Background: an optimization exercise with open tools, aiming at small area, a short achievable clock period and few clock cycles. Do not read the settings as production practice. Function was checked by simulation only, so behaviour that the tests miss may differ from the original. Power figures rest on the tool's default switching activity, not on a simulated workload.

// conv_mac_engine
module conv_mac_engine
#(
  parameter int DATA_W = 23,
  parameter int KSIZE  = 3,
  parameter int CH     = 2,
  parameter int WDEPTH = 16,
  parameter int ACC_W  = conv_pkg::acc_w(DATA_W, WDEPTH)
) (
  input  logic                       clk,
  input  logic                       rst_n,
  input  logic                       cfg_we,
  input  logic [$clog2(CH)-1:0]      cfg_ch,
  input  logic [$clog2(WDEPTH)-1:0]  cfg_addr,
  input  logic [DATA_W-1:0]          cfg_wdata,
  input  logic                       mode,
  input  logic [$clog2(WDEPTH):0]    len,
  input  logic                       start,
  input  logic                       in_valid,
  output logic                       in_ready,
  input  logic [DATA_W-1:0]          in_data,
  output logic                       out_valid,
  input  logic                       out_ready,
  output logic [CH*ACC_W-1:0]        out_data,
  output logic                       busy,
  output logic                       err
);
clock: 10.0 ns
lec_check: 0
cap_margin: 20
core_margin: 2
core_utilization: 50
cts_buf_list: sky130_fd_sc_hd__clkbuf_8
cts_cluster_diameter: 60
cts_cluster_size: 12
slew_margin: 20
standard.sh (not shown) runs the stock make flow with config.mk's settings and CLKGATE_MAP_FILE= SYNTH_SCRIPT=/design/flow/synth_recipe.tcl, a recipe that flattens the netlist after the stock synthesis.
==> flow/flow/run.sh <==
#!/bin/bash
set -euo pipefail
ports="BUFFER_PORTS_ARGS=-buffer_cell sky130_fd_sc_hd__buf_4"
bash standard.sh SETUP_SLACK_MARGIN=6.5 "$ports" cts > standard_cts.log 2>&1
bash standard.sh SETUP_SLACK_MARGIN=6.55 "$ports" finish > standard_finish.log 2>&1
Testbench counts at the start, summed over its fixed seeds: cycles 20,142.
==> next run, changes <==
--- a/flow/design.v
+++ b/flow/design.v
@@ -426,47 +426,24 @@
   logic [49:0] ps, pc;
   assign ps = {1'b1, 1'b1, 1'b1, 1'b1, pp7[23], pp7[22], t326, t324, t322, t320, t318, t316, t314, t312, t310, t308, t306, t304, t302, t300, t298, t296, t294, t292, t290, t288, t286, t284, t282, t280, t278, t276, t274, t272, t270, t268, t266, t264, t262, t260, t258, t256, t254, t252, t250, t248, t247, pp0[2], pp0[1], pp0[0]};
   assign pc = {1'b0, 1'b0, 1'b0, 1'b0, pp7[24], t328, t327, t325, t323, t321, t319, t317, t315, t313, t311, t309, t307, t305, t303, t301, t299, t297, t295, t293, t291, t289, t287, t285, t283, t281, t279, t277, t275, t273, t271, t269, t267, t265, t263, t261, t259, t257, t255, t253, t251, t249, neg[1], 1'b0, 1'b0, neg[0]};
   logic [49:0] ps_q, pc_q, acc_q;
   always_ff @(posedge clk) begin
     ps_q <= ps;
     pc_q <= pc;
   end
   logic [49:0] as, ac;
   assign as = acc_q ^ ps_q ^ pc_q;
   assign ac = {(acc_q[48:0] & ps_q[48:0]) | (acc_q[48:0] & pc_q[48:0]) | (ps_q[48:0] & pc_q[48:0]), 1'b0};
-  logic [49:0] sum_g0, sum_p0;
-  assign sum_g0 = as & ac;
-  assign sum_p0 = as ^ ac;
-  logic [49:0] sum_g1, sum_p1;
-  assign sum_g1 = sum_g0 | (sum_p0 & {sum_g0[48:0], 1'd0});
-  assign sum_p1 = sum_p0 & {sum_p0[48:0], 1'd0};
-  logic [49:0] sum_g2, sum_p2;
-  assign sum_g2 = sum_g1 | (sum_p1 & {sum_g1[47:0], 2'd0});
-  assign sum_p2 = sum_p1 & {sum_p1[47:0], 2'd0};
-  logic [49:0] sum_g3, sum_p3;
-  assign sum_g3 = sum_g2 | (sum_p2 & {sum_g2[45:0], 4'd0});
-  assign sum_p3 = sum_p2 & {sum_p2[45:0], 4'd0};
-  logic [49:0] sum_g4, sum_p4;
-  assign sum_g4 = sum_g3 | (sum_p3 & {sum_g3[41:0], 8'd0});
-  assign sum_p4 = sum_p3 & {sum_p3[41:0], 8'd0};
-  logic [49:0] sum_g5, sum_p5;
-  assign sum_g5 = sum_g4 | (sum_p4 & {sum_g4[33:0], 16'd0});
-  assign sum_p5 = sum_p4 & {sum_p4[33:0], 16'd0};
-  logic [49:0] sum_g6, sum_p6;
-  assign sum_g6 = sum_g5 | (sum_p5 & {sum_g5[17:0], 32'd0});
-  assign sum_p6 = sum_p5 & {sum_p5[17:0], 32'd0};
-  logic [49:0] sum;
-  assign sum = sum_p0 ^ {sum_g6[48:0], 1'b0};
   always_ff @(posedge clk) begin
-    acc_q <= clr ? 50'd0 : sum;
+    acc_q <= clr ? 50'd0 : as + ac;
   end
   assign acc = acc_q;
 endmodule
 module conv_mac_engine
 #(
   parameter int DATA_W = 23,
   parameter int KSIZE  = 3,
   parameter int CH     = 2,
   parameter int WDEPTH = 16,
   parameter int ACC_W  = conv_pkg::acc_w(DATA_W, WDEPTH)
 ) (
@@ -520,41 +497,25 @@
       p1_q   <= last;
       p2_q   <= p1_q;
       ov_q   <= p2_q || (ov_q && !out_ready);
       err_q  <= (start && !busy_q && len_bad) || (cfg_we && busy_q);
       tap_q  <= rdy_q ? tap_q + AW'(hs) : '0;
       toh_q  <= !rdy_q ? WDEPTH'(1) : hs ? {toh_q[WDEPTH-2:0], toh_q[WDEPTH-1]} : toh_q;
       if (!busy_q) nm1_q <= mode ? AW'(len - 1'b1) : AW'(NK - 1);
     end
   end
   logic [DATA_W-1:0] x_q;
   logic [DATA_W+1:0] x3_q;
-  localparam int XW = DATA_W + 2;
-  localparam int XL = $clog2(XW);
-  logic [XW-1:0] xa, xb, x3;
-  logic [XW-1:0] xg [XL+1];
-  logic [XW-1:0] xp [XL+1];
-  assign xa = {{2{in_data[DATA_W-1]}}, in_data};
-  assign xb = {in_data[DATA_W-1], in_data, 1'b0};
-  assign xg[0] = xa & xb;
-  assign xp[0] = xa ^ xb;
-  generate
-    for (genvar l = 0; l < XL; l++) begin : g_ks
-      assign xg[l+1] = xg[l] | (xp[l] & (xg[l] << (1 << l)));
-      assign xp[l+1] = xp[l] & (xp[l] << (1 << l));
-    end
-  endgenerate
-  assign x3 = xp[0] ^ {xg[XL][XW-2:0], 1'b0};
   always_ff @(posedge clk) begin
     x_q  <= in_data;
-    x3_q <= x3;
+    x3_q <= {{2{in_data[DATA_W-1]}}, in_data} + {in_data[DATA_W-1], in_data, 1'b0};
   end
   generate
     for (genvar gc = 0; gc < CH; gc++) begin : g_lane
       logic [ACC_W-1:0] acc_c;
       mac_lane u_lane (
         .clk     (clk),
         .rst_n   (rst_n),
         .wr_en   (cfg_we && !busy_q && (cfg_ch == gc)),
         .wr_addr (cfg_addr),
         .wr_data (cfg_wdata),
         .tap_oh  (toh_q),
Effect: The new run ran to the end with no violations; hold slack is worse by 0.0097 ns; synthesized area drops by 1.2%; cell area went down by 2.4%; wire length came out lower by 6.6%; non-clock buffer count fell by 47; total power goes down by 5.3%; sequential power is higher by about 0.6%; setup slack improves by 0.059 ns; clock power shrinks by 12%; final cell count decreases by 3.4%; global-route usage drops by 1.8 points; core utilization came out lower by 0.64 points; count of clock-buffer cells in the layout went down by 12; synthesized cell count went down by 2.3%.
Testbench counts after the change, summed over its fixed seeds: cycles 20,142.

static timing again, ports no longer ideal:
Ports are ideal in the flow. The routed layouts listed here were re-timed in OpenROAD.
Step 1 sets driving cells, clkbuf_16 on the clock port and buf_2 on the other inputs (assumed; they add their load-dependent delay and slew).
Step 2 moves the port delays by t, midway between the first and last clock arrival at a register: inputs arrive t later, outputs are due t later. That takes back most of the time a late clock gives input paths.
a / b / c = no drivers / after step 1 / after step 2; a / b = the first two.
| run | shift t [ns] | setup WS [ns] | worst data-port slew with drivers (ns) |
|---|---|---|---|
| the first run | 0.990 | 6.416 / 6.342 / 5.649 | 0.12 |
| the second run | 0.957 | 6.474 / 6.395 / 5.593 | 0.14 |
After both steps setup and hold are still met in every run listed. For the second run, which loses most, drivers alone change the setup slack by -0.079 ns; drivers and shift together by -0.881 ns.
